Source: an optimization exercise on an open RTL-to-GDS flow (aim: small area, a short achievable clock period and few clock cycles per item). Production flows keep margins and buffers that such runs may drop.
RTL that was checked went through simulation tests only; none was proved equivalent to the original.
For runs 2 to 4, only the layout was checked, not whether the RTL still works.
No activity file was given, so power comes from the tool's default toggle rates.

$ cat flow/design.v
module param_memory #(
   parameter int WIDTH      = 32,
   parameter int DEPTH      = 48,
   parameter int ADDR_WIDTH = 6,
   parameter int RD_LATENCY = 2,
   parameter int RESET_MEM  = 1
) (
   input  logic                  clk_i,
   input  logic                  rst_i,
   input  logic                  valid_i,
   output logic                  ready_o,
   input  logic                  wr_rd_i,
   input  logic [ADDR_WIDTH-1:0] addr_i,
   input  logic [WIDTH-1:0]      wdata_i,
   input  logic [WIDTH/8-1:0]    wstrb_i,
   output logic                  rvalid_o,
   output logic [WIDTH-1:0]      rdata_o,
   output logic                  rerr_o,
   input  logic                  rready_i
);
   localparam int NBYTES = WIDTH / 8;
   logic [WIDTH-1:0]      mem_q [DEPTH];
   logic [DEPTH-1:0]      wval_q;
   logic                  ready_q;
   logic                  a_v_q, a_rd_q;
   logic [ADDR_WIDTH-1:0] a_addr_q;
   logic                  ov_q, oe_q, sv_q, se_q;
   logic [WIDTH-1:0]      od_q, sd_q;
   logic                  accept, pop, push, a_v_d;
   logic [WIDTH-1:0]      wdata_m, rd_word;
   logic                  new_e;
   assign accept = valid_i && ready_q;
   assign pop    = ov_q && rready_i;
   assign push   = a_v_q && (!sv_q || pop);
   assign a_v_d  = accept || (a_v_q && !push);
   always_comb begin
      for (int k = 0; k < NBYTES; k++) begin
         wdata_m[8*k +: 8] = wstrb_i[k] ? wdata_i[8*k +: 8] : 8'h00;
      end
   end
   always_comb begin
      rd_word = '0;
      for (int i = 0; i < DEPTH; i++) begin
         if (a_addr_q == ADDR_WIDTH'(i) && wval_q[i] && a_rd_q) begin
            rd_word = rd_word | mem_q[i];
         end
      end
      new_e = a_addr_q >= ADDR_WIDTH'(DEPTH);
   end
   always_ff @(posedge clk_i) begin
      for (int i = 0; i < DEPTH; i++) begin
         if (accept && wr_rd_i && addr_i == ADDR_WIDTH'(i)) begin
            for (int k = 0; k < NBYTES; k++) begin
               if (wstrb_i[k] || !wval_q[i]) begin
                  mem_q[i][8*k +: 8] <= wdata_m[8*k +: 8];
               end
            end
         end
      end
   end
   always_ff @(posedge clk_i) begin
      if (!rst_i) begin
         wval_q <= '0;
      end else if (accept && wr_rd_i) begin
         for (int i = 0; i < DEPTH; i++) begin
            if (addr_i == ADDR_WIDTH'(i)) wval_q[i] <= 1'b1;
         end
      end
   end
   always_ff @(posedge clk_i) begin
      if (ready_q) begin
         a_rd_q   <= !wr_rd_i;
         a_addr_q <= addr_i;
      end
   end
   always_ff @(posedge clk_i) begin
      if (!rst_i) begin
         a_v_q   <= 1'b0;
         ready_q <= 1'b1;
         ov_q    <= 1'b0;
         sv_q    <= 1'b0;
      end else begin
         a_v_q   <= a_v_d;
         ready_q <= !(a_v_d && (sv_q ? !pop || push : push && ov_q && !pop));
         if (!ov_q || pop) ov_q <= sv_q || push;
         sv_q    <= sv_q ? (!pop || push) : (push && ov_q && !pop);
      end
   end
   always_ff @(posedge clk_i) begin
      if (!ov_q || pop) begin
         od_q <= sv_q ? sd_q : rd_word;
         oe_q <= sv_q ? se_q : new_e;
      end
      if (!sv_q || pop) begin
         sd_q <= rd_word;
         se_q <= new_e;
      end
   end
   assign ready_o  = ready_q;
   assign rvalid_o = ov_q;
   assign rdata_o  = od_q;
   assign rerr_o   = oe_q;
endmodule
$ cat flow/run.sh
#!/bin/bash
# synth_recipe.tcl (not shown) runs the flow's synth.tcl, then flattens the netlist and writes it again
# the make line also repeats each setting of config.mk as NAME=value (left out here)
make -C /OpenROAD-flow-scripts/flow DESIGN_CONFIG=/design/flow/config.mk WORK_HOME=/design/flow/orfs CLKGATE_MAP_FILE= SYNTH_SCRIPT=/design/flow/synth_recipe.tcl finish
$ cat flow/config.mk
export PLATFORM = sky130hd
export DESIGN_NAME = param_memory
export DESIGN_NICKNAME = param_memory
export VERILOG_FILES = /design/flow/design.v
export SDC_FILE = /design/flow/constraint.sdc
export NUM_CORES = 4
export LEC_CHECK = 0
export CAP_MARGIN = 20
export CORE_MARGIN = 2
export CORE_UTILIZATION = 40
export SLEW_MARGIN = 20
$ cat flow/constraint.sdc
create_clock -name core_clock -period 5.0 [get_ports {clk_i}]
set_input_delay 1.0000 -clock core_clock [delete_from_list [all_inputs] [get_ports {clk_i}]]
set_output_delay 1.0000 -clock core_clock [all_outputs]
set_load 0.01 [all_outputs]
==> flow_summary_export.csv, run 1 <==
group,metric,value,unit
run_status,status,"complete, no violations",
sta,rsz0062_at_grt,"false",
cts,cts.repair.resized,0,
final_layout,finalNonFillerCells,7023,
final_layout,final_nets,4748,
die,start_util,40.4,%
synthesis,ys_seq_elements,1661,
cts,insertion_delay,0.86,ns
place,place_hpwl,184000,microns
cts,clockBufferDepth,3,
sta,relSlewSlack,17.7,%
grt,grt.met2_usage,49.4,%
place,io_buffers,81,
drt,vias,48800,
drt,route.detailed.drc,0,
cts,clock-root-buffer,"clkbuf_16",
drt,vias_per_cell,6.95,
cts,cts.clk_slew.worst_paths,0.06,ns
critical_path,cp.required,5.59,ns
grt,grt_use_met3,12.3,%
worst_hold_path,holdPathStages,2,
synthesis,yosysSeqAreaShare,76.1,%
drt,wl_per_cell,42.1,microns
drt,first_iter_violations,9926,
critical_path,arrival,4.78,ns
synthesis,netlist_instances,4438,
synthesis,yosysMostFrequentCell,"edfxtp_1",
run,cap_violations,0,
synthesis,synth_area,64900,sq um
synthesis,synthesis.nets,4485,
synthesis,yosysTopAreaCellShare,74.5,%
drt,antenna_left,0,
worst_hold_path,min-delay-start,"a_v_q",
cts,cts_tree,"yes",
die,die_area,165000,sq um
critical_path,crit_path_start_kind,"flip-flop",
critical_path,crit_chain,"buf_4 > and4b_2 > buf_4 > a22oi_1 > o22ai_1 > nor4_1 > nand3_1 > mux2_2",
place,dp_cells,6684,
place,place.gp.congestion,1.06,
grt,grt_usage,35.3,%
final_layout,drive_above_1_share,15.9,%
cts,cts_inserted_buffers,174,
sta,setup_viol,0,
synthesis,synthFlopType,"edfxtp_1",
critical_path,rrSetupSlack,0.82,ns
drt,routed_wl,296000,microns
sta,finClkSkew,0.0381,ns
drt,drt-pass1-iter-count,6,
grt,use_met1,46.7,%
cts,htreeDepth,4,
critical_path,critPathSlowestCell,"nor4_1",
grt,grt_max_degree,75,
die,die_width,407,microns
power_and_ir_drop,vdd_drop_max,390,uV
grt,grt_pass1_vias,45000,
synthesis,avgSynthCellArea,14.6,sq um
critical_path,endpoint_kind,"flip-flop",
die,die_h,407,microns
sta,tightest_slew,1.23,ns
die,core,161000,sq um
synthesis,synth_edf_count,1609,
die,row_count,147,
critical_path,slowest_delay,0.96,ns
synthesis,synth_common_cells,"edfxtp_1, nand3_1, nand4_1",
synthesis,async_flop_share,0,%
synthesis,ys_types,53,
synthesis,netlist.top_cell.by_area,"edfxtp_1",
final_layout,syn2layout_area_growth,17.3,%
die,pin_count,82,
power_and_ir_drop,power.density,382,nW/um^2
synthesis,ys_warn_count,2,
critical_path,timing_worst_setup_path_type,"reg2reg",
critical_path,crit_fanout,18,
sta,finalCriticalPeriod,4.18,ns
cts,clock_sinks,1661,
grt,busiest_layer,"met2",
power_and_ir_drop,finalPower,29.1,mW
power_and_ir_drop,power.leakage,25.2,nW
sta,finalMaxSlewViolations,0,
grt,grt_overflow,0,
critical_path,r2r_end,"od_q[21]",
critical_path,r2r_cells,8,
grt,grt_pass1_wl,391000,microns
cts,post-cts-setup-buffers,0,
sta,fmax,239,MHz
sta,period_share,83.7,%
cts,ctsHoldBuffers,0,
sta,hold_viol,0,
grt,antenna_found_initial,17,
synthesis,synth_area_leaders,"edfxtp_1, nand3_1, nand4_1",
worst_hold_path,hold_end,"ov_q",
final_layout,fill_cells,14000,
critical_path,r2r-start,"a_addr_q[5]",
sta,setup-tns-final,0,ns
worst_hold_path,hp-class,"reg2reg",
critical_path,crit_path_frequent_cell,"buf_4",
## metrics by stage
step                      hold slack (ns)  utilization [%]  area [sq um]  setup slack, ns
after floorplan                     0.497                -         64900             2.20
after global placement              0.513             43.8         70500            0.991
after detailed placement            0.520             43.8         70500            0.953
after CTS                           0.528             47.3         76000            0.951
after global routing                0.560             47.3         76100            0.788
final                               0.533             47.4         76100            0.816
## layout by cell type, fill, tap and decap left out, types with 30 or more instances in the layout
| master | n |
|---|---|
| a21oi_1 | 242 |
| a22oi_1 | 76 |
| a31oi_1 | 41 |
| a32oi_1 | 44 |
| and2_2 | 30 |
| and3_1 | 42 |
| buf_4 | 358 |
| clkbuf_1 | 31 |
| clkbuf_16 | 174 |
| clkdlybuf4s50_1 | 81 |
| clkinv_1 | 43 |
| clkinv_2 | 30 |
| dfxtp_1 | 50 |
| edfxtp_1 | 1609 |
| mux2_2 | 33 |
| nand2_1 | 64 |
| nand3_1 | 1099 |
| nand4_1 | 354 |
| nor2b_1 | 51 |
| nor4_1 | 55 |
| o22ai_1 | 31 |
## state kept, by name (all words and copies together), names as in the netlist
register	flops
sv_q	1
ov_q	1
mem_q	1536
a_rd_q	1
wval_q	48
a_addr_q	6
oe_q	1
ready_q	1
sd_q	32
od_q	32
a_v_q	1
se_q	1
## per-layer routing
metal	part of all wire, %	wire length [microns]	vias to the layer above
met1	35	103000	24200
li1	-	-	18400
met3	16	47500	1136
met2	41	122000	5134
met5	0.051	150	-
met4	7.7	22700	16
## cells by family after synthesis
group | count (synthesis) | synth area share, %
buffers and inverters | 385 | 2.49
DFF | 1661 | 76.1
AOI/OAI and AO/OA | 490 | 4.82
muxes | 33 | 0.573
and+or+nand+nor | 1869 | 16.1
## power breakdown
group          internal [mW]  switching, mW
Sequential              15.3         0.0433
Combinational          0.147          0.622
Clock                   7.23           5.76
Total                   22.7           6.43
## critical path, delay by kind of cell, from the launching register on
kind                   cells  cell delay (ns)
muxes                      1             0.34
AOI/OAI and AO/OA          2             0.34
and+or+nand+nor            3             1.85
buffers and inverters      2             0.74
DFF                        1             0.63
## cell type report
cell class / count / area (sq um) / share of cell area, %
multi-input combinational: 2392 / 14400 / 18.9
clock buffer: 205 / 4470 / 5.87
sequential: 1661 / 49400 / 64.8
timing repair buffer: 465 / 4020 / 5.28
inverter: 7 / 26.3 / 0.0345
clock inverter: 114 / 1120 / 1.47
antenna: 19 / 47.5 / 0.0625
tap: 2160 / 2700 / 3.55
## worst max path at each step
stage	start	to	slack, ns
4_1_cts	a_addr_q[0]	od_q[16]	0.95
3_3_place_gp	a_addr_q[5]	od_q[21]	0.99
3_5_place_dp	addr_i[3]	mem_q[36][2]	0.95
5_1_grt	a_addr_q[5]	od_q[21]	0.79
2_1_floorplan	wr_rd_i	mem_q[32][0]	2.20
6_report	a_addr_q[5]	od_q[21]	0.82
Testbench counts, summed over its fixed seeds: cycles 16,016, items 16,000.
==> run 2, diff against run 1 <==
==> flow/design.v (replaced) <==
module param_memory #(
   parameter int WIDTH      = 32,
   parameter int DEPTH      = 48,
   parameter int ADDR_WIDTH = 6,
   parameter int RD_LATENCY = 2,
   parameter int RESET_MEM  = 1
) (
   input  logic                  clk_i,
   input  logic                  rst_i,
   input  logic                  valid_i,
   output logic                  ready_o,
   input  logic                  wr_rd_i,
   input  logic [ADDR_WIDTH-1:0] addr_i,
   input  logic [WIDTH-1:0]      wdata_i,
   input  logic [WIDTH/8-1:0]    wstrb_i,
   output logic                  rvalid_o,
   output logic [WIDTH-1:0]      rdata_o,
   output logic                  rerr_o,
   input  logic                  rready_i
);
   localparam int NBYTES = WIDTH / 8;
   logic [WIDTH-1:0]      mem_q [DEPTH];
   logic [DEPTH-1:0]      wval_q;
   logic                  ov_q, oe_q;
   logic [WIDTH-1:0]      od_q;
   logic                  ready, accept;
   logic [WIDTH-1:0]      wdata_m, rd_word;
   logic [DEPTH-1:0]      rsel;
   logic [WIDTH-1:0]      grp_n [DEPTH/3];
   assign ready  = !ov_q || rready_i;
   assign accept = valid_i && ready;
   always_comb begin
      for (int k = 0; k < NBYTES; k++) begin
         wdata_m[8*k +: 8] = wstrb_i[k] ? wdata_i[8*k +: 8] : 8'h00;
      end
   end
   always_comb begin
      for (int i = 0; i < DEPTH; i++) begin
         rsel[i] = addr_i == ADDR_WIDTH'(i) && wval_q[i] && !wr_rd_i;
      end
   end
   for (genvar g = 0; g < DEPTH / 3; g++) begin : g_grp
      for (genvar b = 0; b < WIDTH; b++) begin : g_bit
         param_memory_aoi3 u_aoi (
            .a0(rsel[3*g]), .b0(mem_q[3*g][b]),
            .a1(rsel[3*g+1]), .b1(mem_q[3*g+1][b]),
            .a2(rsel[3*g+2]), .b2(mem_q[3*g+2][b]),
            .y(grp_n[g][b]));
      end
   end
   logic [WIDTH-1:0] part [4];
   logic [WIDTH-1:0] half_n [2];
   for (genvar b = 0; b < WIDTH; b++) begin : g_tree
      for (genvar p = 0; p < 4; p++) begin : g_part
         param_memory_nand4 u_nand4 (
            .a(grp_n[4*p][b]), .b(grp_n[4*p+1][b]), .c(grp_n[4*p+2][b]), .d(grp_n[4*p+3][b]),
            .y(part[p][b]));
      end
      for (genvar h = 0; h < 2; h++) begin : g_half
         param_memory_nor2 u_nor2 (.a(part[2*h][b]), .b(part[2*h+1][b]), .y(half_n[h][b]));
      end
      param_memory_nand2 u_nand2 (.a(half_n[0][b]), .b(half_n[1][b]), .y(rd_word[b]));
   end
   always_ff @(posedge clk_i) begin
      for (int i = 0; i < DEPTH; i++) begin
         if (accept && wr_rd_i && addr_i == ADDR_WIDTH'(i)) begin
            for (int k = 0; k < NBYTES; k++) begin
               if (wstrb_i[k] || !wval_q[i]) begin
                  mem_q[i][8*k +: 8] <= wdata_m[8*k +: 8];
               end
            end
         end
      end
   end
   always_ff @(posedge clk_i) begin
      if (!rst_i) begin
         wval_q <= '0;
      end else if (accept && wr_rd_i) begin
         for (int i = 0; i < DEPTH; i++) begin
            if (addr_i == ADDR_WIDTH'(i)) wval_q[i] <= 1'b1;
         end
      end
   end
   always_ff @(posedge clk_i) begin
      if (!rst_i) begin
         ov_q <= 1'b0;
      end else if (ready) begin
         ov_q <= valid_i;
      end
   end
   always_ff @(posedge clk_i) begin
      if (ready) begin
         od_q <= rd_word;
         oe_q <= addr_i >= ADDR_WIDTH'(DEPTH);
      end
   end
   assign ready_o  = ready;
   assign rvalid_o = ov_q;
   assign rdata_o  = od_q;
   assign rerr_o   = oe_q;
endmodule
module param_memory_aoi3 (
   input  logic a0, b0, a1, b1, a2, b2,
   output logic y
);
   assign y = !((a0 && b0) || (a1 && b1) || (a2 && b2));
endmodule
module param_memory_nand4 (
   input  logic a, b, c, d,
   output logic y
);
   assign y = !(a && b && c && d);
endmodule
module param_memory_nor2 (
   input  logic a, b,
   output logic y
);
   assign y = !(a || b);
endmodule
module param_memory_nand2 (
   input  logic a, b,
   output logic y
);
   assign y = !(a && b);
endmodule
--- a/flow/config.mk
+++ b/flow/config.mk
@@ -7,5 +7,8 @@
 export LEC_CHECK = 0
 export CAP_MARGIN = 20
 export CORE_MARGIN = 2
-export CORE_UTILIZATION = 40
+export CORE_UTILIZATION = 60
+export SETUP_SLACK_MARGIN = 2.5
 export SLEW_MARGIN = 20
+export SYNTH_HIERARCHICAL = 1
+export SYNTH_MINIMUM_KEEP_SIZE = 0
==> run 2 against run 1 <==
Effect of this change:
- via count decreased by 26%
- sequential share of layout area is 4.1 points higher
- largest cell class unchanged
- fmax rose by 60%
==> flow_summary_export.csv, run 2 <==
group,metric,value,unit
critical_path,arrival,3.08,ns
drt,routed_wl,187000,microns
synthesis,avgSynthCellArea,19.9,sq um
drt,vias,36000,
synthesis,netlist_instances,2882,
run_status,status,"complete, no violations",
power_and_ir_drop,swShare,19.7,%
drt,first_iter_violations,7680,
die,die_h,313,microns
power_and_ir_drop,finalPower,26.9,mW
sta,tightest_slew,1.13,ns
cts,cts_tree,"yes",
drt,wl_per_cell,39.0,microns
synthesis,netlist.top_cell.by_area,"edfxtp_1",
critical_path,crit_family,"buffers and inverters",
synthesis,yosysMostFrequentCell,"edfxtp_1",
power_and_ir_drop,p_clk_share,42.4,%
sta,fmax,382,MHz
place,io_buffers,81,
final_layout,final_util,73.6,%
critical_path,critPathSlowestCell,"clkdlybuf4s50_1",
power_and_ir_drop,switching_power,5.30,mW
die,pin_count,82,
drt,route.detailed.drc,0,
critical_path,crit_chain,"clkdlybuf4s50_1 > and2_4 > buf_12 > nand4_1 > a21oi_1 > buf_4",
critical_path,crit_fanout,31,
final_layout,final_common_cell,"edfxtp_1",
power_and_ir_drop,power.leakage,23.4,nW
sta,setup-tns-final,0,ns
power_and_ir_drop,pwr-share-comb,2.1,%
grt,grt_pass1_wl,253000,microns
critical_path,endpoint_kind,"flip-flop",
critical_path,crit_path_start_kind,"primary input",
synthesis,ys_types,32,
die,row_count,113,
sta,relSlewSlack,24.8,%
cts,insertion_delay,0.78,ns
final_layout,finalNonFillerCells,4787,
final_layout,drive_above_1_share,23.7,%
die,start_util,60.4,%
critical_path,cp.required,5.46,ns
cts,htreeDepth,4,
synthesis,synth_area_leaders,"edfxtp_1, a222oi_1, nand4_1",
sta,period_share,52.4,%
final_layout,final_nets,3446,
drt,vias_per_cell,7.51,
final_layout,largest_register,"mem_q",
grt,grt_pass1_vias,34200,
cts,clock-root-buffer,"clkbuf_16",
power_and_ir_drop,vdd_drop_max,347,uV
grt,grt_max_degree,50,
final_layout,reg_top3,"mem_q (1536), wval_q (48), od_q (32)",
synthesis,ys_warn_count,12,
final_layout,fill_cells,5621,
cts,cts_inserted_buffers,157,
grt,grt_overflow,0,
place,place.gp.congestion,0.926,
worst_hold_path,hp-class,"in2reg",
place,place_hpwl,105000,microns
power_and_ir_drop,internal_power,21.6,mW
run,cap_violations,0,
final_layout,syn2layout_area_growth,21.9,%
critical_path,crit_buf_inv,3,
critical_path,timing_worst_setup_path_type,"in2reg",
sta,finClkSkew,0.0280,ns
drt,drt-pass1-iter-count,8,
power_and_ir_drop,power.density,385,nW/um^2
synthesis,ys_seq_elements,1618,
drt,antenna_left,0,
sta,rsz0062_at_grt,"true",
grt,grt_usage,37.2,%
sta,setup_viol,0,
final_layout,final_cell_mix,"edfxtp_1, a222oi_1, buf_4",
synthesis,yosysTopAreaCellShare,82.3,%
synthesis,yosysSeqAreaShare,84.0,%
synthesis,synth_area,57200,sq um
synthesis,synth_edf_count,1569,
sta,finalCriticalPeriod,2.62,ns
synthesis,synth_common_cells,"edfxtp_1, a222oi_1, a21oi_1",
place,post_dp_cell_area,61400,sq um
sta,finalMaxSlewViolations,0,
cts,ctsHoldBuffers,0,
final_layout,finalInstanceArea,69800,sq um
die,die_width,313,microns
cts,clockBufferDepth,3,
power_and_ir_drop,sequentialPowerShare,55.5,%
grt,antenna_found_initial,5,
cts,cts.clk_slew.worst_paths,0.06,ns
synthesis,synthFlopType,"edfxtp_1",
die,core,94700,sq um
synthesis,synthesis.nets,2929,
final_layout,largest_reg_flops,1536,
synthesis,async_flop_share,0,%
cts,clock_sinks,1618,
die,die_area,97900,sq um
critical_path,slowest_delay,0.52,ns
sta,hold_viol,0,
place,dp_cells,4281,
==> run 2: cell families (layout without fill, tap and decap cells) <==
| family | after synthesis | after routing | synth area share, % |
|---|---|---|---|
| AOI/OAI and AO/OA | 753 | 753 | 11.1 |
| and+or+nand+nor | 446 | 499 | 4.35 |
| DFF | 1618 | 1618 | 84.0 |
| other | 0 | 1 | 0 |
| buffers and inverters | 65 | 651 | 0.501 |
==> run 2: final timing paths <==
kind	start	to	slack, ns	cells past startpoint
max	valid_i	mem_q[8][16]	2.38	6
min	addr_i[4]	oe_q	0.56	2
max reg2reg	ov_q	mem_q[8][16]	2.48	7
min reg2reg	wval_q[16]	wval_q[16]	0.60	2
==> run 2: cell type report <==
| cell class | count | area, sq um | area share [%] |
|---|---|---|---|
| diodes | 1 | 2.50 | 0.00359 |
| clock buffers | 210 | 4240 | 6.08 |
| flip-flops and latches | 1618 | 48100 | 68.9 |
| well taps | 1265 | 1580 | 2.27 |
| multi-input cells | 1252 | 11300 | 16.2 |
| inverters | 5 | 76.3 | 0.109 |
| clock inverters | 71 | 673 | 0.965 |
| repair buffers | 365 | 3790 | 5.44 |
==> run 2: per-stage QoR <==
step | hold WS, ns | worst slack [ns]
floorplan | 0.491 | 2.26
global placement | 0.556 | 0.231
detailed placement | 0.567 | 0.197
CTS | 0.568 | 2.43
global route | 0.577 | 2.45
finish | 0.564 | 2.38
==> run 2: per-module statistics from Yosys (local to each module, per instance) <==
module              area (sq um)  cells inside  flops+latches  times used
param_memory_nand4          6.26             1              0         128
param_memory_aoi3           10.0             1              0         512
param_memory               51000          2146           1618           1
param_memory_nor2           3.75             1              0          64
param_memory_nand2          3.75             1              0          32
==> run 2: power by group through the flow <==
stage	Sequential [mW]	Combinational, mW	Clock (mW)
after detailed placement	15.2	0.476	0
final	14.9	0.570	11.4
after global routing	14.9	0.585	12.0
after floorplan	15.2	0.218	0
after global placement	15.2	0.456	0
after CTS	14.9	0.515	11.4
==> run 2: repair_timing <==
action	4_1_cts	5_1_grt
pin swaps	71	84
setup buffers	120	46
endpoints found under the setup margin	1651	409
cloned	44	14
resized for setup	260	89
==> run 2: layer usage <==
metal / share of wire, % / up-vias / track usage, %
met5: 0.040 / - / 0
met2: 47 / 2844 / 57.5
met4: 4.9 / 4 / 15.7
li1: - / 14200 / -
met3: 13 / 443 / 8.67
met1: 35 / 18400 / 51.6
==> run 3, diff against run 2 <==
--- a/flow/config.mk
+++ b/flow/config.mk
@@ -8,7 +8,9 @@
 export CAP_MARGIN = 20
 export CORE_MARGIN = 2
 export CORE_UTILIZATION = 60
-export SETUP_SLACK_MARGIN = 2.5
+export CTS_CLUSTER_DIAMETER = 80
+export CTS_CLUSTER_SIZE = 30
+export SETUP_SLACK_MARGIN = 2.7
 export SLEW_MARGIN = 20
 export SYNTH_HIERARCHICAL = 1
 export SYNTH_MINIMUM_KEEP_SIZE = 0
==> run 3 against run 2 <==
Effect of this change:
- setup slack lost 0.18 ns
- clock skew grew 0.016 ns
- hold slack gained 0.068 ns
- synthesized cell count is the same
==> flow_summary_export.csv, run 3 <==
group,metric,value,unit
final_layout,largest_register,"mem_q",
final_layout,drive_above_1_share,25.5,%
critical_path,crit_family,"simple AND/OR/NAND/NOR gates",
synthesis,synth_xor_area_share,0,%
drt,route.detailed.drc,0,
synthesis,synth_area,57200,sq um
final_layout,reg_top3,"mem_q (1536), wval_q (48), od_q (32)",
place,place.gp.congestion,0.903,
critical_path,arrival,3.30,ns
synthesis,netlist_instances,2882,
die,core,94700,sq um
critical_path,critPathSlowestCell,"a222oi_1",
run,cap_violations,0,
worst_hold_path,hold_end,"ov_q",
drt,wl_per_cell,43.4,microns
cts,htreeDepth,2,
grt,grt_overflow,0,
power_and_ir_drop,sequentialPowerShare,67.9,%
synthesis,synthFlopType,"edfxtp_1",
power_and_ir_drop,vdd_drop_max,324,uV
cts,cts.clk_slew.worst_paths,0.12,ns
sta,finClkSkew,0.0444,ns
cts,insertion_delay,0.75,ns
cts,ctsHoldBuffers,0,
final_layout,final_common_cell,"edfxtp_1",
cts,cts_tree,"yes",
sta,hold_viol,0,
synthesis,post_synth_and_or_nand_nor_area_fraction,4.35,%
synthesis,synthesis.nets,2929,
die,start_util,60.4,%
final_layout,final_cell_mix,"edfxtp_1, a222oi_1, buf_4",
synthesis,synth_common_cells,"edfxtp_1, a222oi_1, a21oi_1",
sta,setup-tns-final,0,ns
critical_path,crit_fanout,5,
grt,grt_usage,41.3,%
power_and_ir_drop,finalPower,21.9,mW
synthesis,async_flop_share,0,%
critical_path,r2r_end,"od_q[29]",
critical_path,r2r-start,"wval_q[14]",
worst_hold_path,min-delay-start,"valid_i",
sta,tightest_slew,1.18,ns
cts,clock_sinks,1618,
grt,grt_pass1_wl,276000,microns
synthesis,synth_top_family_by_area,"compound AO/OA/AOI/OAI gates",
grt,grt_max_degree,49,
power_and_ir_drop,pwr-share-comb,3.1,%
critical_path,crit_chain,"buf_12 > buf_12 > nor3_4 > buf_6 > buf_12 > buf_12 > and3_4 > a222oi_1 > nand4_1 > nor2_1 > nand2_1",
sta,timing.hold.ws,0.632,ns
sta,setup_viol,0,
power_and_ir_drop,swShare,20.3,%
drt,first_iter_violations,10100,
synthesis,netlist.top_cell.by_area,"edfxtp_1",
place,dp_cells,4266,
power_and_ir_drop,power.leakage,22.6,nW
critical_path,crit_path_frequent_cell,"buf_12",
sta,rsz0062_at_grt,"true",
drt,vias,37500,
cts,clock-root-buffer,"clkbuf_16",
power_and_ir_drop,power.density,320,nW/um^2
place,place_hpwl,103000,microns
critical_path,crit_buf_inv,5,
worst_hold_path,hp-class,"in2reg",
critical_path,rrSetupSlack,2.35,ns
synthesis,yosysTopAreaCellShare,82.3,%
synthesis,ys_types,32,
sta,relSlewSlack,21.7,%
final_layout,final_nets,3461,
die,row_count,113,
worst_hold_path,holdPathStages,3,
synthesis,avgSynthCellArea,19.9,sq um
final_layout,syn2layout_area_growth,19.9,%
cts,cts_inserted_buffers,61,
synthesis,ys_warn_count,12,
run_status,status,"complete, no violations",
critical_path,slowest_delay,0.56,ns
place,io_buffers,81,
power_and_ir_drop,switching_power,4.47,mW
die,die_h,313,microns
critical_path,endpoint_kind,"flip-flop",
final_layout,final_util,72.5,%
synthesis,synth.mux.area_fraction,0,%
sta,finalCriticalPeriod,2.80,ns
drt,vias_per_cell,7.91,
drt,routed_wl,206000,microns
synthesis,yosysSeqAreaShare,84.0,%
critical_path,r2r_cells,5,
grt,antenna_found_initial,20,
final_layout,finalNonFillerCells,4734,
power_and_ir_drop,internal_power,17.5,mW
synthesis,synth_area_leaders,"edfxtp_1, a222oi_1, nand4_1",
synthesis,yosysMostFrequentCell,"edfxtp_1",
die,pin_count,82,
sta,period_share,56.0,%
drt,antenna_left,0,
sta,finalMaxSlewViolations,0,
cts,clockBufferDepth,3,
synthesis,ys_seq_elements,1618,
critical_path,timing_worst_setup_path_type,"in2reg",
critical_path,crit_path_start_kind,"primary input",
critical_path,cp.required,5.49,ns
power_and_ir_drop,p_clk_share,29.1,%
grt,grt_pass1_vias,35000,
synthesis,synth_compound_area_share,11.1,%
sta,fmax,357,MHz
drt,drt-pass1-iter-count,10,
die,die_width,313,microns
synthesis,synthAdderAreaFrac,0,%
die,die_area,97900,sq um
final_layout,largest_reg_flops,1536,
synthesis,synth_edf_count,1569,
run 3: per-stage QoR:
step / worst slack (ns) / cell area, sq um
3_5_place_dp: 0.247 / 61900
2_1_floorplan: 2.32 / 59100
6_report: 2.20 / 68600
3_3_place_gp: 0.305 / 61900
5_1_grt: 2.32 / 68600
4_1_cts: 2.46 / 67600
run 3: worst max-delay path by stage:
| stage | start | end | slack [ns] | cells after the start |
|---|---|---|---|---|
| floorplan | addr_i[4] | od_q[10] | 2.32 | 9 |
| global placement | addr_i[0] | od_q[12] | 0.30 | 7 |
| detailed placement | addr_i[0] | od_q[12] | 0.25 | 7 |
| CTS | addr_i[4] | od_q[25] | 2.46 | 11 |
| global route | addr_i[4] | od_q[13] | 2.32 | 11 |
| finish | addr_i[4] | od_q[29] | 2.20 | 11 |
run 3: worst register-to-register path: cells and delay by family, from the launching register on:
family           cells  cell delay [ns]
AO/OA/AOI/OAI        1             0.56
flip-flops           1             0.62
AND/OR/NAND/NOR      4             1.22
run 3: cell type report:
| cell class | count | area (sq um) |
|---|---|---|
| repair buffers | 444 | 4970 |
| flip-flops and latches | 1618 | 48100 |
| clock inverters | 12 | 118 |
| fillers | 5678 | 26100 |
| inverters | 5 | 75.1 |
| clock buffers | 96 | 1700 |
| diodes | 10 | 25.0 |
| well taps | 1265 | 1580 |
| multi-input cells | 1284 | 12100 |
run 3: power by group through the flow:
| stage | Combinational, mW | Clock, mW | Sequential [mW] |
|---|---|---|---|
| 3_5_place_dp | 0.486 | 0 | 15.2 |
| 6_report | 0.676 | 6.38 | 14.9 |
| 5_1_grt | 0.680 | 6.80 | 14.9 |
| 2_1_floorplan | 0.246 | 0 | 15.2 |
| 4_1_cts | 0.607 | 6.36 | 14.9 |
| 3_3_place_gp | 0.461 | 0 | 15.2 |
run 3: kinds of logic after synthesis:
kind of cell / after synthesis
flip-flops: 1618
AO/OA/AOI/OAI: 753
AND/OR/NAND/NOR: 446
buffers and inverters: 65
run 3: per-module statistics from Yosys (local to each module, per instance):
module / flip-flops and latches / cells inside / times used
param_memory_nand4: 0 / 1 / 128
param_memory: 1618 / 2146 / 1
param_memory_aoi3: 0 / 1 / 512
param_memory_nor2: 0 / 1 / 64
param_memory_nand2: 0 / 1 / 32
run 3: metal layers:
metal / track usage (%) / wire, microns / vias up / share of wire, %
met5: 0.919 / 135 / - / 0.066
met4: 22.6 / 15600 / 14 / 7.6
met3: 14.0 / 32500 / 821 / 16
met2: 61.4 / 90000 / 3523 / 44
met1: 54.4 / 67300 / 18800 / 33
li1: - / - / 14300 / -
run 3: repair_timing:
action                                   CTS  global route
gates resized for setup                  472            66
setup buffers                            202            54
cloned                                    90             4
pin swaps                                253           112
endpoints found under the setup margin  1648          1438
==> run 4, diff against run 3 <==
--- a/flow/design.v
+++ b/flow/design.v
@@ -94,7 +94,7 @@
          oe_q <= addr_i >= ADDR_WIDTH'(DEPTH);
       end
    end
-   assign ready_o  = ready;
+   param_memory_or2n u_ready_o (.an(ov_q), .b(rready_i), .y(ready_o));
    assign rvalid_o = ov_q;
    assign rdata_o  = od_q;
    assign rerr_o   = oe_q;
@@ -123,3 +123,9 @@
 );
    assign y = !(a && b);
 endmodule
+module param_memory_or2n (
+   input  logic an, b,
+   output logic y
+);
+   assign y = !an || b;
+endmodule
==> flow/flow/run.sh (new file) <==
#!/bin/bash
# Standard layout, with plain buffers (not delay cells) on the ports.
cp standard.sh standard_sh_copy.log
export BUFFER_PORTS_ARGS="-buffer_cell sky130_fd_sc_hd__buf_4"
bash standard.sh > standard.log 2>&1
==> flow/standard.sh (new file) <==
#!/bin/bash
# synth_recipe.tcl (not shown) runs the flow's synth.tcl, then flattens the netlist and writes it again
# the make line also repeats each setting of config.mk as NAME=value (left out here)
make -C /OpenROAD-flow-scripts/flow DESIGN_CONFIG=/design/flow/config.mk WORK_HOME=/design/flow/orfs CLKGATE_MAP_FILE= SYNTH_SCRIPT=/design/flow/synth_recipe.tcl "${@:-finish}"
--- a/flow/config.mk
+++ b/flow/config.mk
@@ -10,7 +10,7 @@
 export CORE_UTILIZATION = 60
 export CTS_CLUSTER_DIAMETER = 80
 export CTS_CLUSTER_SIZE = 30
-export SETUP_SLACK_MARGIN = 2.7
+export SETUP_SLACK_MARGIN = 2.4
 export SLEW_MARGIN = 20
 export SYNTH_HIERARCHICAL = 1
 export SYNTH_MINIMUM_KEEP_SIZE = 0
removed: flow/run.sh
==> run 4 against run 3 <==
Effect of this change:
- still clean on timing, DRC and antenna
- via count decreased by 10%
- register-to-register slack got worse by 0.07 ns
- clock power about the same
- combinational power decreased by 21%
- core utilization decreased by 4.7 points
- total power decreased by 0.57%
- critical path type unchanged
- largest cell class unchanged
- largest power group unchanged
==> flow_summary_export.csv, run 4 <==
group,metric,value,unit
run_status,status,"complete, no violations",
grt,grt_pass1_wl,226000,microns
synthesis,ys_seq_elements,1618,
synthesis,ys_warn_count,12,
power_and_ir_drop,vdd_drop_max,294,uV
synthesis,synthesis.nets,2930,
drt,vias_per_cell,7.55,
final_layout,final_nets,3190,
synthesis,synth_edf_count,1569,
final_layout,final_cell_mix,"edfxtp_1, a222oi_1, nand4_1",
drt,antenna_left,0,
critical_path,rrSetupSlack,2.28,ns
drt,drt-pass1-iter-count,9,
run,cap_violations,0,
die,start_util,60.4,%
die,core,94700,sq um
critical_path,crit_path_start_kind,"primary input",
synthesis,synth_area_leaders,"edfxtp_1, a222oi_1, nand4_1",
die,pin_count,82,
synthesis,synth_area,57200,sq um
sta,finalMaxSlewViolations,0,
grt,grt_usage,32.5,%
final_layout,syn2layout_area_growth,12.1,%
die,die_area,97900,sq um
critical_path,arrival,3.15,ns
critical_path,cp-startpoint,"addr_i[4]",
critical_path,crit_fanout,17,
cts,cts.clk_slew.worst_paths,0.11,ns
place,io_buffers,81,
place,place_hpwl,100000,microns
drt,first_iter_violations,7035,
critical_path,cp.depth,5,
drt,vias,33700,
sta,period_share,55.8,%
cts,clock_sinks,1618,
sta,finalCriticalPeriod,2.79,ns
grt,grt_pass1_vias,31400,
critical_path,r2r_end,"mem_q[42][4]",
sta,setup_viol,0,
synthesis,netlist_instances,2883,
critical_path,crit_family,"simple AND/OR/NAND/NOR gates",
drt,route.detailed.drc,0,
sta,fmax,359,MHz
final_layout,largest_register,"mem_q",
worst_hold_path,hp-class,"in2reg",
critical_path,crit_chain,"buf_12 > buf_4 > nor2_2 > nand4_1 > a21oi_2",
synthesis,synthFlopType,"edfxtp_1",
cts,insertion_delay,0.74,ns
sta,rsz0062_at_grt,"true",
critical_path,r2r_cells,4,
synthesis,async_flop_share,0,%
critical_path,endpoint_kind,"flip-flop",
grt,grt_overflow,0,
grt,grt_max_degree,66,
critical_path,critPathSlowestCell,"a21oi_2",
critical_path,cp.required,5.36,ns
final_layout,reg_top3,"mem_q (1536), wval_q (48), od_q (32)",
synthesis,ys_types,32,
critical_path,crit_buf_inv,2,
cts,htreeDepth,2,
sta,setup-tns-final,0,ns
power_and_ir_drop,power.leakage,20.7,nW
power_and_ir_drop,power.density,340,nW/um^2
sta,relSlewSlack,27.9,%
critical_path,timing_worst_setup_path_type,"in2reg",
critical_path,crit_end,"mem_q[15][7]",
synthesis,yosysTopAreaCellShare,82.3,%
sta,hold_viol,0,
drt,wl_per_cell,37.8,microns
critical_path,slowest_delay,0.75,ns
die,die_width,313,microns
cts,cts_inserted_buffers,61,
critical_path,r2r-start,"ov_q",
synthesis,yosysSeqAreaShare,84.0,%
synthesis,yosysMostFrequentCell,"edfxtp_1",
place,place_ws,1.11,ns
cts,clockBufferDepth,3,
die,row_count,113,
grt,antenna_found_initial,4,
final_layout,drive_above_1_share,19.8,%
cts,clock-root-buffer,"clkbuf_16",
drt,routed_wl,169000,microns
sta,final.setup.worst_slack,2.21,ns
synthesis,avgSynthCellArea,19.9,sq um
synthesis,synth_common_cells,"edfxtp_1, a222oi_1, a21oi_1",
final_layout,final_common_cell,"edfxtp_1",
sta,finClkSkew,0.0279,ns
sta,tightest_slew,1.08,ns
place,place.gp.congestion,1.08,
die,die_h,313,microns
final_layout,largest_reg_flops,1536,
cts,cts_tree,"yes",
synthesis,netlist.top_cell.by_area,"edfxtp_1",
[run 4: final cells by class]
cell class | instances | area [sq um]
repair buffers | 211 | 2120
inverters | 5 | 18.8
clock buffers | 106 | 1760
fillers | 6174 | 30600
multi-input cells | 1246 | 10500
flip-flops and latches | 1618 | 48100
diodes | 1 | 2.50
well taps | 1265 | 1580
clock inverters | 10 | 104
[run 4: tightest hold or removal path, cell delays in order]
cell and delay [ns]:
buf_4 0.12, inv_1 0.04, a21boi_0 0.07
[run 4: routing by layer]
metal  GRT usage [%]  up-vias  share of wire [%]
li1                -    13600                  -
met5               0        -              0.074
met4            8.81        8                4.0
met2            53.5     2384                 49
met3            6.60      374                 11
met1            44.9    17300                 36
[run 4: power breakdown]
| group | internal, mW | leakage, nW | switching (mW) |
|---|---|---|---|
| clock network | 2.48 | 0.888 | 3.92 |
| registers | 14.9 | 15.8 | 0.0199 |
| logic | 0.107 | 4.07 | 0.426 |
| total | 17.5 | 20.7 | 4.36 |
[run 4: how the worst min path moves through the flow]
stage                          start    endpoint  slack [ns]  depth (start not counted)
final                        valid_i        ov_q        0.54                          3
after global routing         valid_i        ov_q        0.51                          3
after CTS                    valid_i        ov_q        0.51                          3
after detailed placement  wval_q[35]  wval_q[35]        0.54                          2
after floorplan           wval_q[32]  wval_q[32]        0.49                          2
after global placement     wval_q[4]   wval_q[4]        0.53                          2
[run 4: metrics by stage]
step | utilization [%] | instances | hold slack (ns) | power [mW] | instance area [sq um]
3_5_place_dp | 63.6 | 4219 | 0.537 | 15.6 | 60200
5_1_grt | 67.7 | 4461 | 0.514 | 22.3 | 64200
2_1_floorplan | - | 2883 | 0.486 | 15.4 | 57900
3_3_place_gp | 63.6 | 4219 | 0.529 | 15.6 | 60200
4_1_cts | 66.6 | 4400 | 0.513 | 21.8 | 63100
6_report | 67.7 | 4462 | 0.540 | 21.8 | 64200
[run 4: kinds of logic after synthesis]
| kind of cell | Yosys count | synth area share (%) |
|---|---|---|
| simple gates | 447 | 4.36 |
| flops | 1618 | 84.0 |
| compound gates | 753 | 11.1 |
| buf+inv | 65 | 0.501 |
[run 4: what timing repair did]
item                                    4_1_cts  5_1_grt
buffers inserted                             39       37
endpoints found under the setup margin      313      499
hold buffers                                  0        0
resized for setup                            91      106
pin swaps                                    64       97
gates cloned                                 26       24
[run 4: modules after synthesis (local to each module, per instance)]
module	times used	cell area (sq um)	flops+latches	cells inside
param_memory	1	51000	1618	2146
param_memory_aoi3	512	10.0	0	1
param_memory_nand2	32	3.75	0	1
param_memory_nand4	128	6.26	0	1
param_memory_nor2	64	3.75	0	1
param_memory_or2n	1	6.26	0	1
==> run 5, diff against run 4 <==
--- a/flow/design.v
+++ b/flow/design.v
@@ -20,23 +20,17 @@
 );
    localparam int NBYTES = WIDTH / 8;
    logic [WIDTH-1:0]      mem_q [DEPTH];
-   logic [DEPTH-1:0]      wval_q;
    logic                  ov_q, oe_q;
    logic [WIDTH-1:0]      od_q;
    logic                  ready, accept;
-   logic [WIDTH-1:0]      wdata_m, rd_word;
+   logic [WIDTH-1:0]      rd_word;
    logic [DEPTH-1:0]      rsel;
    logic [WIDTH-1:0]      grp_n [DEPTH/3];
    assign ready  = !ov_q || rready_i;
    assign accept = valid_i && ready;
    always_comb begin
-      for (int k = 0; k < NBYTES; k++) begin
-         wdata_m[8*k +: 8] = wstrb_i[k] ? wdata_i[8*k +: 8] : 8'h00;
-      end
-   end
-   always_comb begin
       for (int i = 0; i < DEPTH; i++) begin
-         rsel[i] = addr_i == ADDR_WIDTH'(i) && wval_q[i] && !wr_rd_i;
+         rsel[i] = addr_i == ADDR_WIDTH'(i);
       end
    end
    for (genvar g = 0; g < DEPTH / 3; g++) begin : g_grp
@@ -59,25 +53,22 @@
       for (genvar h = 0; h < 2; h++) begin : g_half
          param_memory_nor2 u_nor2 (.a(part[2*h][b]), .b(part[2*h+1][b]), .y(half_n[h][b]));
       end
-      param_memory_nand2 u_nand2 (.a(half_n[0][b]), .b(half_n[1][b]), .y(rd_word[b]));
+      param_memory_a21oi u_out (.a1(half_n[0][b]), .a2(half_n[1][b]), .b1(wr_rd_i), .y(rd_word[b]));
    end
-   always_ff @(posedge clk_i) begin
+   logic [WIDTH-1:0]      wbus;
+   logic [NBYTES-1:0]     wen [DEPTH];
+   always_comb begin
+      wbus = rst_i ? wdata_i : '0;
       for (int i = 0; i < DEPTH; i++) begin
-         if (accept && wr_rd_i && addr_i == ADDR_WIDTH'(i)) begin
-            for (int k = 0; k < NBYTES; k++) begin
-               if (wstrb_i[k] || !wval_q[i]) begin
-                  mem_q[i][8*k +: 8] <= wdata_m[8*k +: 8];
-               end
-            end
+         for (int k = 0; k < NBYTES; k++) begin
+            wen[i][k] = !rst_i || (accept && wr_rd_i && addr_i == ADDR_WIDTH'(i) && wstrb_i[k]);
          end
       end
    end
    always_ff @(posedge clk_i) begin
-      if (!rst_i) begin
-         wval_q <= '0;
-      end else if (accept && wr_rd_i) begin
-         for (int i = 0; i < DEPTH; i++) begin
-            if (addr_i == ADDR_WIDTH'(i)) wval_q[i] <= 1'b1;
+      for (int i = 0; i < DEPTH; i++) begin
+         for (int k = 0; k < NBYTES; k++) begin
+            if (wen[i][k]) mem_q[i][8*k +: 8] <= wbus[8*k +: 8];
          end
       end
    end
@@ -88,11 +79,15 @@
          ov_q <= valid_i;
       end
    end
+   logic [WIDTH-1:0]      od_d;
+   logic                  oe_d;
+   for (genvar b = 0; b < WIDTH; b++) begin : g_od
+      param_memory_mux2 u_mux (.s(ready), .a(od_q[b]), .b(rd_word[b]), .y(od_d[b]));
+   end
+   param_memory_mux2 u_oe_mux (.s(ready), .a(oe_q), .b(addr_i >= ADDR_WIDTH'(DEPTH)), .y(oe_d));
    always_ff @(posedge clk_i) begin
-      if (ready) begin
-         od_q <= rd_word;
-         oe_q <= addr_i >= ADDR_WIDTH'(DEPTH);
-      end
+      od_q <= od_d;
+      oe_q <= oe_d;
    end
    param_memory_or2n u_ready_o (.an(ov_q), .b(rready_i), .y(ready_o));
    assign rvalid_o = ov_q;
@@ -117,11 +112,11 @@
 );
    assign y = !(a || b);
 endmodule
-module param_memory_nand2 (
-   input  logic a, b,
+module param_memory_a21oi (
+   input  logic a1, a2, b1,
    output logic y
 );
-   assign y = !(a && b);
+   assign y = !((a1 && a2) || b1);
 endmodule
 module param_memory_or2n (
    input  logic an, b,
@@ -129,3 +124,9 @@
 );
    assign y = !an || b;
 endmodule
+module param_memory_mux2 (
+   input  logic s, a, b,
+   output logic y
+);
+   assign y = s ? b : a;
+endmodule
--- a/flow/config.mk
+++ b/flow/config.mk
@@ -8,9 +8,9 @@
 export CAP_MARGIN = 20
 export CORE_MARGIN = 2
 export CORE_UTILIZATION = 60
-export CTS_CLUSTER_DIAMETER = 80
-export CTS_CLUSTER_SIZE = 30
-export SETUP_SLACK_MARGIN = 2.4
+export CTS_CLUSTER_DIAMETER = 70
+export CTS_CLUSTER_SIZE = 25
+export SETUP_SLACK_MARGIN = 2.5
 export SLEW_MARGIN = 20
 export SYNTH_HIERARCHICAL = 1
 export SYNTH_MINIMUM_KEEP_SIZE = 0
==> run 5 against run 4 <==
Effect of this change:
- still clean on timing, DRC and antenna
- clock power is 15% higher
- global-route usage is 9.4 points higher
- clock-buffer cell count down 2
- sequential cell count fell by 48
- critical path type unchanged
- highest routed layer unchanged
==> flow_summary_export.csv, run 5 <==
group,metric,value,unit
synthesis,post_synth_and_or_nand_nor_area_fraction,3.54,%
cts,clockBufferDepth,3,
cts,insertion_delay,0.69,ns
synthesis,ys_seq_elements,1570,
synthesis,yosysSeqAreaShare,83.5,%
critical_path,cp.required,5.57,ns
run_status,status,"complete, no violations",
synthesis,async_flop_share,0,%
place,place.gp.congestion,0.892,
grt,busiest_layer,"met2",
synthesis,synthesis.nets,2840,
critical_path,timing_worst_setup_path_type,"in2reg",
sta,finalCriticalPeriod,2.96,ns
grt,grt_pass1_wl,270000,microns
cts,clock-root-buffer,"clkbuf_16",
final_layout,final_nets,3370,
synthesis,ys_types,28,
final_layout,finalInstanceArea,69000,sq um
critical_path,crit_family,"simple AND/OR/NAND/NOR gates",
synthesis,synthAdderAreaFrac,0,%
run,cap_violations,0,
final_layout,largest_reg_flops,1536,
final_layout,final_common_cell,"edfxtp_1",
sta,relSlewSlack,26.0,%
sta,final.setup.worst_slack,2.04,ns
die,pin_count,82,
power_and_ir_drop,vdd_drop_max,277,uV
cts,htreeDepth,3,
cts,clock_sinks,1570,
synthesis,synth_xor_area_share,0,%
synthesis,synthFlopType,"edfxtp_1",
drt,vias,36400,
drt,route.detailed.drc,0,
place,post_dp_cell_area,59200,sq um
synthesis,synth.mux.area_fraction,0.884,%
sta,finalMaxSlewViolations,0,
cts,cts_inserted_buffers,76,
critical_path,crit_path_frequent_cell,"nor2_4",
sta,hold_viol,0,
place,place_hpwl,97800,microns
final_layout,reg_top3,"mem_q (1536), od_q (32)",
die,die_h,310,microns
critical_path,crit_fanout,7,
sta,setup_viol,0,
cts,ctsHoldBuffers,0,
die,die_area,95800,sq um
drt,drt-pass1-iter-count,14,
final_layout,largest_register,"mem_q",
drt,first_iter_violations,9438,
grt,use_met1,55.3,%
drt,vias_per_cell,7.87,
synthesis,synth_compound_area_share,11.4,%
die,die_width,310,microns
power_and_ir_drop,switching_power,5.60,mW
grt,grt_overflow,0,
final_layout,final_util,74.2,%
critical_path,endpoint_kind,"flip-flop",
final_layout,fill_cells,5185,
worst_hold_path,hp-class,"reg2reg",
place,io_buffers,81,
die,row_count,112,
grt,grt_use_met3,15.0,%
synthesis,synth_edf_count,1536,
critical_path,crit_buf_inv,4,
power_and_ir_drop,internal_power,19.4,mW
critical_path,critPathSlowestCell,"a222oi_1",
die,core,92900,sq um
synthesis,yosysMostFrequentCell,"edfxtp_1",
synthesis,netlist_instances,2793,
sta,finClkSkew,0.0261,ns
drt,antenna_left,0,
critical_path,arrival,3.53,ns
critical_path,crit_path_start_kind,"primary input",
synthesis,avgSynthCellArea,20.1,sq um
sta,period_share,59.2,%
final_layout,seqCellArea,46800,sq um
final_layout,final_cell_mix,"edfxtp_1, a222oi_1, buf_4",
final_layout,drive_above_1_share,31.0,%
grt,grt_max_degree,98,
synthesis,netlist.top_cell.by_area,"edfxtp_1",
power_and_ir_drop,sequentialPowerShare,63.9,%
power_and_ir_drop,power.leakage,22.3,nW
critical_path,crit_chain,"buf_16 > buf_12 > nor2_4 > nand2_8 > buf_4 > nor2_4 > buf_6 > a222oi_1 > nand4_1 > nor2_2 > a21oi_2 > mux2_4",
synthesis,synth_top_family_by_area,"compound AO/OA/AOI/OAI gates",
synthesis,synth_common_cells,"edfxtp_1, a222oi_1, o21ai_1",
final_layout,multi_input_area,12000,sq um
synthesis,ys_warn_count,14,
critical_path,slowest_delay,0.62,ns
drt,wl_per_cell,43.9,microns
sta,setup-tns-final,0,ns
power_and_ir_drop,p_clk_share,29.3,%
cts,cts.clk_slew.worst_paths,0.09,ns
power_and_ir_drop,swShare,22.4,%
grt,grt.met2_usage,60.1,%
synthesis,synth_area_leaders,"edfxtp_1, a222oi_1, o21ai_1",
sta,fmax,338,MHz
synthesis,yosysTopAreaCellShare,82.3,%
sta,rsz0062_at_grt,"true",
power_and_ir_drop,pwr-share-comb,6.8,%
grt,antenna_found_initial,9,
final_layout,syn2layout_area_growth,23.1,%
cts,cts_tree,"yes",
grt,grt_usage,41.9,%
grt,grt_pass1_vias,33900,
sta,tightest_slew,1.11,ns
place,place_ws,0.994,ns
drt,routed_wl,203000,microns
die,start_util,60.3,%
power_and_ir_drop,power.density,363,nW/um^2
synthesis,synth_area,56000,sq um
-- run 5: cell types whose count changed in the layout (fill, tap and decap cells not counted), moves of 33 or more --
cell      before   now
buf_12        29   164
a21oi_2      151    32
o21ai_4        0   117
nor2_4        12   100
o21ai_2        0    75
buf_4        164   238
and3_4        70     0
o21ai_0       48     0
nand4_1      174   129
nand2_1       94    60
edfxtp_1    1569  1536
mux2_4         0    33
-- run 5: worst reg2reg max path, stage by stage (launching register included) --
cell and delay, ns:
dfxtp_4 0.43, nand2b_4 0.21, buf_4 0.26, or3b_4 0.65, o21ai_2 0.47
-- run 5: area by class of cell --
type | count | area share (%)
Multi-Input combinational cell | 1205 | 17.4
Clock buffer | 104 | 3.08
Timing Repair Buffer | 469 | 8.95
Tap cell | 1254 | 2.27
Inverter | 1 | 0.00544
Antenna cell | 6 | 0.0218
Sequential cell | 1570 | 67.9
Clock inverter | 19 | 0.379
-- run 5: per-stage QoR --
step	hold WS [ns]	cells	total power, mW
after CTS	0.520	4570	24.8
after global placement	0.486	4101	17.4
after detailed placement	0.496	4101	17.5
after floorplan	0.533	2793	16.8
after global routing	0.541	4622	25.5
final	0.512	4628	25.0
-- run 5: what timing repair did --
action                      CTS  global route
buffers inserted            285            48
gates resized for setup     385           113
hold endpoints to repair      0             0
setup endpoints to repair  1569          2721
gates cloned                 61             4
pin swaps                   258           116
-- run 5: power groups by stage --
stage | Clock [mW] | Sequential, mW | Combinational (mW)
floorplan | 0 | 16.1 | 0.692
global placement | 0 | 16.2 | 1.19
detailed placement | 0 | 16.3 | 1.23
CTS | 7.26 | 16.0 | 1.55
global route | 7.73 | 16.1 | 1.73
finish | 7.33 | 16.0 | 1.71
-- run 5: kinds of logic after synthesis --
kind of cell           Yosys count
and+or+nand+nor                384
DFF                           1570
muxes                           33
buffers and inverters           69
AOI/OAI and AO/OA              737
-- run 5: per-layer routing --
metal | up-vias | part of all wire, %
met1 | 18200 | 32
met4 | 6 | 7.3
met5 | - | 0.039
li1 | 13700 | -
met3 | 664 | 17
met2 | 3844 | 43
-- run 5: Yosys stat by module (local to each module, per instance) --
module | cell area, sq um | cells inside | flops+latches
param_memory | 49100 | 2023 | 1570
param_memory_a21oi | 8.76 | 1 | 0
param_memory_aoi3 | 10.0 | 1 | 0
param_memory_mux2 | 15.0 | 1 | 0
param_memory_nand4 | 6.26 | 1 | 0
param_memory_nor2 | 3.75 | 1 | 0
param_memory_or2n | 6.26 | 1 | 0
-- run 5: worst paths after layout --
check,endpoint,cells past startpoint,startpoint,slack (ns)
worst max-delay path,od_q[6],12,addr_i[1],2.04
worst min-delay path,od_q[16],1,od_q[16],0.51
worst max register to register,mem_q[47][29],4,ov_q,2.62
worst min register to register,od_q[16],1,od_q[16],0.51
Testbench counts of run 5, summed over its fixed seeds: cycles 16,008, items 16,000.

## static timing again, ports no longer ideal
The flow's constraints put no driver on any port. The routed layouts listed below were extracted and timed again, unchanged, in two steps.
Step 1 (the two cells are an assumption about what drives the block):
set clk [get_ports {clk_i}]
set_driving_cell -lib_cell sky130_fd_sc_hd__clkbuf_16 $clk
set_driving_cell -lib_cell sky130_fd_sc_hd__buf_2 [delete_from_list [all_inputs] $clk]
Step 2 also shifts input and output timing later by t, the mid clock arrival at the registers, as if the neighbouring blocks saw the same clock.
Slacks: no drivers / after step 1 / after step 2; pairs: no drivers / after step 1.
run	shift t [ns]	setup slack, ns	slew at the worst register clock pin (ns)
run 1	0.922	0.816 / 0.816 / 0.695	0.07 / 0.07
run 2	0.841	2.380 / 2.365 / 1.524	0.07 / 0.07
run 3	0.798	2.198 / 2.196 / 1.398	0.12 / 0.12
run 4	0.794	2.211 / 2.195 / 1.401	0.12 / 0.12
run 5	0.746	2.042 / 1.837 / 1.092	0.11 / 0.11
After both steps setup and hold are still met in every run listed. The setup slack of run 5, which loses most, moves by -0.205 ns with the drivers and by -0.950 ns with both steps.
